Background: an optimization exercise with open tools, aiming at small area and a short achievable clock period. Do not read the settings as production practice.
The RTL was checked by simulation tests, not by an equivalence proof against the original design.
No activity file was given, so power comes from the tool's default toggle rates.

==> run A: inputs <==
// mul32
module mul32 (
   input  logic        clk,
   input  logic        rst,
   input  logic        is_signed,
   input  logic [31:0] src,
   input  logic [31:0] sink,
   output logic [63:0] dest
);
   logic [31:0] r_a;
   logic        r_a_s;
   logic [15:0] r_neg, r_one, r_two;
   logic [15:0] r_negn;
   logic [15:0] e_neg, e_one, e_two;
   logic [32:0] e_b;
   assign e_b = {sink, 1'b0};
   always_comb begin
      for (int i = 0; i < 16; i++) begin
         e_neg[i] = e_b[2*i+2] & ~(e_b[2*i+1] & e_b[2*i]);
         e_one[i] = e_b[2*i+1] ^ e_b[2*i];
         e_two[i] = (e_b[2*i+2] & ~e_b[2*i+1] & ~e_b[2*i]) | (~e_b[2*i+2] & e_b[2*i+1] & e_b[2*i]);
      end
   end
   logic        r_b16;
   logic        r_k1, r_k2, r_k3;
   logic [305:0] r2_cs;
   logic [124:0] r3_cs;
   logic [63:0] w_x, w_y, w_sum;
   logic [63:0] r_dest;
   logic x0_0;
   logic x0_1;
   logic x0_2;
   logic x0_3;
   logic x0_4;
   logic x0_5;
   logic x0_6;
   logic x0_7;
   logic x0_8;
   logic x0_9;
   logic x0_10;
   logic x0_11;
   logic x0_12;
   logic x0_13;
   logic x0_14;
   logic x0_15;
   logic x0_16;
   logic x0_17;
   logic x0_18;
   logic x0_19;
   logic x0_20;
   logic x0_21;
   logic x0_22;
   logic x0_23;
   logic x0_24;
   logic x0_25;
   logic x0_26;
   logic x0_27;
   logic x0_28;
   logic x0_29;
   logic x0_30;
   logic x0_31;
   logic x0_32;
   logic pp0_0;
   logic pp0_1;
   logic pp0_2;
   logic pp0_3;
   logic pp0_4;
   logic pp0_5;
   logic pp0_6;
   logic pp0_7;
   logic pp0_8;
   logic pp0_9;
   logic pp0_10;
   logic pp0_11;
   logic pp0_12;
   logic pp0_13;
   logic pp0_14;
   logic pp0_15;
   logic pp0_16;
   logic pp0_17;
   logic pp0_18;
   logic pp0_19;
   logic pp0_20;
   logic pp0_21;
   logic pp0_22;
   logic pp0_23;
   logic pp0_24;
   logic pp0_25;
   logic pp0_26;
   logic pp0_27;
   logic pp0_28;
   logic pp0_29;
   logic pp0_30;
   logic pp0_31;
   logic pp0_32;
   logic pp0_33;
   logic x1_0;
   logic x1_1;
   logic x1_2;
   logic x1_3;
   logic x1_4;
   logic x1_5;
  ...
Settings: LEC_CHECK=0, CAP_MARGIN=20, CORE_MARGIN=2, CORE_UTILIZATION=40, CTS_CLUSTER_DIAMETER=100, CTS_CLUSTER_SIZE=25, SETUP_SLACK_MARGIN=4.05, SLEW_MARGIN=20, SYNTH_HIERARCHICAL=1, SYNTH_MINIMUM_KEEP_SIZE=0, TNS_END_PERCENT=30; clock period 6.5 ns.
run.sh (not shown) runs the stock make flow with config.mk's settings and CLKGATE_MAP_FILE= SYNTH_SCRIPT=/design/flow/synth_recipe.tcl, a recipe that flattens the netlist after the stock synthesis.
==> run X (differences from run A) <==
--- a/flow/config.mk
+++ b/flow/config.mk
@@ -7,11 +7,9 @@
 export LEC_CHECK = 0
 export CAP_MARGIN = 20
 export CORE_MARGIN = 2
-export CORE_UTILIZATION = 40
-export CTS_CLUSTER_DIAMETER = 100
-export CTS_CLUSTER_SIZE = 25
+export CORE_UTILIZATION = 55
+export PLACE_DENSITY = 0.65
 export SETUP_SLACK_MARGIN = 4.05
 export SLEW_MARGIN = 20
 export SYNTH_HIERARCHICAL = 1
 export SYNTH_MINIMUM_KEEP_SIZE = 0
-export TNS_END_PERCENT = 30
==> run M (differences from run A) <==
--- a/flow/config.mk
+++ b/flow/config.mk
@@ -8,10 +8,7 @@
 export CAP_MARGIN = 20
 export CORE_MARGIN = 2
 export CORE_UTILIZATION = 40
-export CTS_CLUSTER_DIAMETER = 100
-export CTS_CLUSTER_SIZE = 25
-export SETUP_SLACK_MARGIN = 4.05
+export SETUP_SLACK_MARGIN = 4.2
 export SLEW_MARGIN = 20
 export SYNTH_HIERARCHICAL = 1
 export SYNTH_MINIMUM_KEEP_SIZE = 0
-export TNS_END_PERCENT = 30
==> impl_metrics.json <==
{
  "status": "complete, no violations",
  "arrival_ns": 2.94,
  "row_count": 93,
  "p_seq_share_pct": 29.3,
  "numCtsBuffers": 66,
  "crit_buf_inv": 0,
  "pwr-share-comb_pct": 53.0,
  "m1WireLength_um": 45500,
  "power.internal_mw": 12.6,
  "required_ns": 6.95,
  "syn2layout_area_growth_pct": 14.9,
  "worst_ir_drop_vdd_mv": 0.337
}
The numbers above come from run X.

==> impl_metrics.json <==
{
  "required_ns": 5.20,
  "pwr-share-comb_pct": 53.3,
  "power.internal_mw": 13.3,
  "crit_buf_inv": 1,
  "arrival_ns": 1.10,
  "worst_ir_drop_vdd_mv": 0.312,
  "row_count": 109,
  "status": "complete, no violations",
  "numCtsBuffers": 70
}
The numbers above come from run M.

==> impl_metrics.json <==
{
  "syn2layout_area_growth_pct": 12.1,
  "m1WireLength_um": 48600,
  "row_count": 109,
  "pwr-share-comb_pct": 57.6,
  "status": "complete, no violations",
  "numCtsBuffers": 30,
  "required_ns": 5.20,
  "arrival_ns": 1.13,
  "p_seq_share_pct": 31.4
}
The numbers above come from run A.


* * *

==> branch onyx: inputs <==
Starting RTL as in the previous note.
Settings: LEC_CHECK=0, CAP_MARGIN=20, CORE_MARGIN=2, CORE_UTILIZATION=40, CTS_CLUSTER_DIAMETER=100, CTS_CLUSTER_SIZE=30, SETUP_SLACK_MARGIN=4.05, SLEW_MARGIN=20, SYNTH_HIERARCHICAL=1, SYNTH_MINIMUM_KEEP_SIZE=0; clock period 6.5 ns.
==> branch cedar: changes against branch onyx <==
Settings changed: CTS_CLUSTER_DIAMETER 100 to 60.
==> branch garnet: changes against branch onyx <==
Settings changed: CTS_CLUSTER_DIAMETER 100 to 130, CTS_CLUSTER_SIZE 30 to 32.
==> qor summary <==
	branch garnet	branch onyx	branch cedar
Run status	timing/DRC/antenna clean	timing/DRC/antenna clean	timing/DRC/antenna clean
Reported leakage power	16.4 nW	16.6 nW	17.0 nW
Most common library cell in the layout ignoring fill and taps	a22o_1	a22o_1	dfxtp_1
Net count reported at finish	3780	3787	3803
Cell with the largest stage delay on the worst path	dfxtp_2	fa_1	dfxtp_2
Cells on worst reg2reg path	4	5	3
Combinational fraction of design power	0.587	0.581	0.543
Length of routed met3 wiring	10200 microns	10000 microns	9640 microns
Max-slew headroom	0.334	0.317	0.322
Sequential portion of the cell area	0.304	0.300	0.294
Antenna diode count	0	1	1
Share of layout cells above drive strength 1	0.111	0.125	0.129
Core Util, Final	0.450	0.455	0.464
Clock buffers created by TritonCTS	23	27	50
Internal Pwr Total	0.0109 W	0.0112 W	0.0119 W
Met3 Track Usage GR	0.0559	0.0557	0.0542
Combined area of the multi-input logic cells	0.0235 sq mm	0.0236 sq mm	0.0236 sq mm
Fraction of area in non-clock buffers	0.0404	0.0421	0.0380
Signed area change from the synthesized netlist to the final layout	11.4%	12.8%	15.0%
Power attributed to combinational cells	0.0114 W	0.0116 W	0.0114 W
Worst path arrival time	1.12 ns	2.92 ns	2.92 ns
Maximum clock frequency	0.413 GHz	0.411 GHz	0.413 GHz
CTS H-tree depth	1	1	2
Via count	23.7k	23.8k	24.1k

==> what the ideal ports hide <==
Ports are ideal in the flow. The routed layouts listed here were re-timed in OpenROAD. Step 1 sets driving cells, clkbuf_16 on the clock port and buf_2 on the other inputs (assumed; they add their load-dependent delay and slew). Step 2 adds t to the input delays and takes it off the output delays; t is the mean of the earliest and latest rising clock arrival at the registers after step 1. Input paths then give back, and output paths get back, about the clock's delay inside the block. Slacks: no drivers / after step 1 / after step 2; pairs: no drivers / after step 1.
run	t, ns	setup WS [ns]	worst hold slack (ns)	slew at the worst register clock pin (ns)
run A	0.687	4.069 / 4.004 / 3.679	0.333 / 0.333 / 0.333	0.10 / 0.10
run X	0.659	4.011 / 4.011 / 3.643	0.318 / 0.318 / 0.318	0.07 / 0.07
run M	0.679	4.099 / 4.038 / 3.814	0.326 / 0.326 / 0.326	0.07 / 0.07
branch onyx	0.684	4.070 / 4.017 / 3.685	0.336 / 0.336 / 0.336	0.12 / 0.12
branch cedar	0.682	4.077 / 4.024 / 3.678	0.331 / 0.331 / 0.331	0.10 / 0.10
branch garnet	0.662	4.081 / 4.017 / 3.680	0.337 / 0.337 / 0.337	0.12 / 0.12
After both steps every run listed still meets setup and hold. For branch garnet, which loses most, drivers alone change the setup slack by -0.064 ns; drivers and shift together by -0.401 ns.
